This design comes from an exercise in tuning for small area, a short achievable clock period and few clock cycles per item on the open sky130 flow, not from production work. In this exercise RTL edits were held to simulation tests only and were not proved equivalent to the original. Power figures rest on the tool's default switching activity, not on a simulated workload.

== wip/nickel ==
## cnn_layer_par
module cnn_layer_par (
  input  logic         clk,
  input  logic         reset,
  input  logic         start,
  input  logic [3:0]   ch_en,
  input  logic         relu_en,
  input  logic         wt_we,
  input  logic [1:0]   wt_ch,
  input  logic [0:0]   wt_w,
  input  logic [3:0]   wt_tap,
  input  logic [15:0]  wt_data,
  input  logic         in_valid,
  output logic         in_ready,
  input  logic [63:0]  in_data,
  output logic [127:0] out_data,
  output logic [3:0]   finished
);
  logic       busy_q;      
  logic [8:0] tap_q;       
  logic       rdy_q;
  logic [3:0] en_q, fin_q;
  logic       relu_q;
  logic       first_q;     
  logic       p1_q;        
  logic       p2_q;        
  logic       clr_q;       
  logic       go, hs;
  assign go = start & ~busy_q;
  assign hs = in_valid & rdy_q & (busy_q | start);
  always_ff @(posedge clk) begin
    if (reset) begin
      busy_q  <= 1'b0;
      tap_q   <= 9'd1;
      rdy_q   <= 1'b1;
      en_q    <= '0;
      relu_q  <= 1'b0;
      fin_q   <= '0;
      first_q <= 1'b0;
      p1_q    <= 1'b0;
      p2_q    <= 1'b0;
      clr_q   <= 1'b1;
    end else begin
      clr_q   <= p2_q;
      first_q <= hs & tap_q[0];
  ...
Size in the first run: ~11000 cells after synthesis, ~130000 um^2 of cells after synthesis.
clock: 11.0 ns
lec_check: 0
cap_margin: 20
core_margin: 2
core_utilization: 55
cts_cluster_diameter: 60
cts_cluster_size: 30
slew_margin: 20
standard.sh (not shown) runs the stock make flow with config.mk's settings and CLKGATE_MAP_FILE= SYNTH_SCRIPT=/design/flow/synth_recipe.tcl, a recipe that flattens the netlist after the stock synthesis.
==> flow/flow/run.sh <==
#!/bin/bash
set -euo pipefail
MARGIN=${MARGIN:-7.2}
bash standard.sh SETUP_SLACK_MARGIN=$MARGIN finish > standard_flow.log 2>&1
Both conditions hold for wip/nickel: the flow ran to the end and the final layout passed the timing, DRC and antenna checks.
Testbench counts of wip/nickel, summed over its fixed seeds: cycles 2,816, passes 256.
[inputs] wip/tundra vs wip/nickel
==> flow/flow/run.sh <==
#!/bin/bash
set -euo pipefail
MARGIN=${MARGIN:-8}
bash standard.sh SETUP_SLACK_MARGIN=$MARGIN finish > standard_flow.log 2>&1
### Flow results
Summary of wip/tundra over wip/nickel: cell count rose by 567, non-clock buffer count increased by 548 relative to the old numbers, met1 capacity usage during global routing has increased, largest fanout on the critical path went down by 54. wip/tundra against wip/nickel: final design area excluding fillers climbed 10%; power up about 7.5%; clock buffer instance count of the final layout saw an increase.
Input changes introduced in wip/xenon (baseline for comparison: wip/tundra):
- setting PLACE_DENSITY to 0.72 for the first time
==> flow/flow/run.sh <==
#!/bin/bash
set -euo pipefail
MARGIN=${MARGIN:-7.5}
bash standard.sh SETUP_SLACK_MARGIN=$MARGIN finish > standard_flow.log 2>&1
--- outcome ---
Taking wip/tundra as the reference, in wip/xenon multi-input combinational cell count roughly the same, power lower, combinational power lower, met3 usage lower, setup fix buffers added after clock tree synthesis lower. The core of wip/xenon is less densely filled than that of wip/tundra. Wire length of the first global-routing pass: wip/xenon vs wip/tundra down about 9%. ~same hold slack in wip/xenon and wip/tundra.
Setup changes, wip/xenon to wip/indigo
- PLACE_DENSITY: 0.72 -> unset
## What came out
Share of power burned in registers delta (wip/xenon -> wip/indigo): insignificant. Going from wip/xenon to wip/indigo, global-route wire length before repair increased by 4.0% relative to the old numbers, area overhead of the layout relative to synthesis increased by 0.50 points relative to the old numbers, utilization of the core after routing increased by 0.28 points relative to the old numbers. Between wip/indigo and wip/xenon, the share of cell area taken by flip-flops and latches figures differ only marginally. | hold slack | wip/indigo vs wip/xenon | better |. Compared with wip/xenon, wip/indigo shows met3 wirelength from detailed routing that has gone down by more than 10%. wip/indigo -> wip/xenon: sum of buffers and inverters on the critical path delta 0, exact match. Diff wip/xenon -> wip/indigo: count of plain and timing-repair buffers in the layout has increased, power after layout has remained practically unchanged.
Inputs modified between wip/indigo and wip/willow:
- swapping 30 for 36 in CTS_CLUSTER_SIZE
- swapping 60 for 70 in CTS_CLUSTER_DIAMETER
### Flow results
- In wip/willow, worst-case setup margin in the final layout is higher than in wip/indigo.
- Sort wip/indigo and wip/willow by final standard cell count with taps included and fillers excluded desc -> top: wip/indigo
- Of the two candidates, wip/indigo has the worse total power and wip/willow the better one.
### wip/willow -> wip/violet
- swapping 70 for 60 in CTS_CLUSTER_DIAMETER
- swapping 36 for 30 in CTS_CLUSTER_SIZE
==> flow/flow/run.sh <==
#!/bin/bash
set -euo pipefail
MARGIN=${MARGIN:-7.5}
bash standard.sh SETUP_SLACK_MARGIN=$MARGIN \
  "BUFFER_PORTS_ARGS=-buffer_cell sky130_fd_sc_hd__buf_4" finish > standard_flow.log 2>&1
Findings:
- wip/violet | stages: all done | timing, DRC, antenna: all pass
- | layout cell share with drive strength beyond 1 | higher: wip/violet |
- Looking at relative contribution of the clock network to total power, wip/violet sits 1.9 points higher than wip/willow does.
- When wip/violet is set beside wip/willow, its routed wire length turns out to be 2200 um larger.
- wip/violet vs wip/willow: buffer count from post-CTS setup fixing down by more than 10%
- wip/violet vs wip/willow on detailed route wirelength on metal2: wip/violet is the higher one.
- wip/violet: layout buffering overhead excluding clock cells is 0.18 points higher than what wip/willow reported.
- The run with more setup slack is wip/violet; wip/willow has less.

==> static timing again, ports no longer ideal <==
In the flow no input, the clock included, has a driving cell. The finished layouts below were timed again as built, in two steps.
Step 1 (the two cells are an assumption about what drives the block):
set clk [get_ports {clk}]
set_driving_cell -lib_cell sky130_fd_sc_hd__clkbuf_16 $clk
set_driving_cell -lib_cell sky130_fd_sc_hd__buf_2 [delete_from_list [all_inputs] $clk]
Step 2 moves the port delays by t, midway between the first and last clock arrival at a register: inputs arrive t later, outputs are due t later. That takes back most of the time a late clock gives input paths.
Slacks: ideal / step 1 / step 2; pairs: ideal / step 1.
| run | shift t [ns] | slack for setup (ns) | worst setup path after step 2 | latest minus earliest clock arrival (ns) |
|---|---|---|---|---|
| wip/nickel | 0.955 | 7.199 / 7.196 / 6.657 | input to register | 0.065 / 0.066 |
| wip/tundra | 0.958 | 7.458 / 7.368 / 7.103 | input to register | 0.065 / 0.065 |
| wip/xenon | 0.948 | 7.376 / 7.294 / 6.690 | input to register | 0.083 / 0.083 |
| wip/indigo | 0.954 | 7.392 / 7.299 / 6.648 | input to register | 0.066 / 0.065 |
| wip/willow | 0.945 | 7.395 / 7.298 / 6.591 | input to register | 0.074 / 0.073 |
| wip/violet | 0.956 | 7.418 / 7.328 / 6.758 | input to register | 0.070 / 0.070 |
After both steps every run listed still meets setup and hold. The setup slack of wip/willow, which loses most, moves by -0.097 ns with the drivers and by -0.804 ns with both steps.
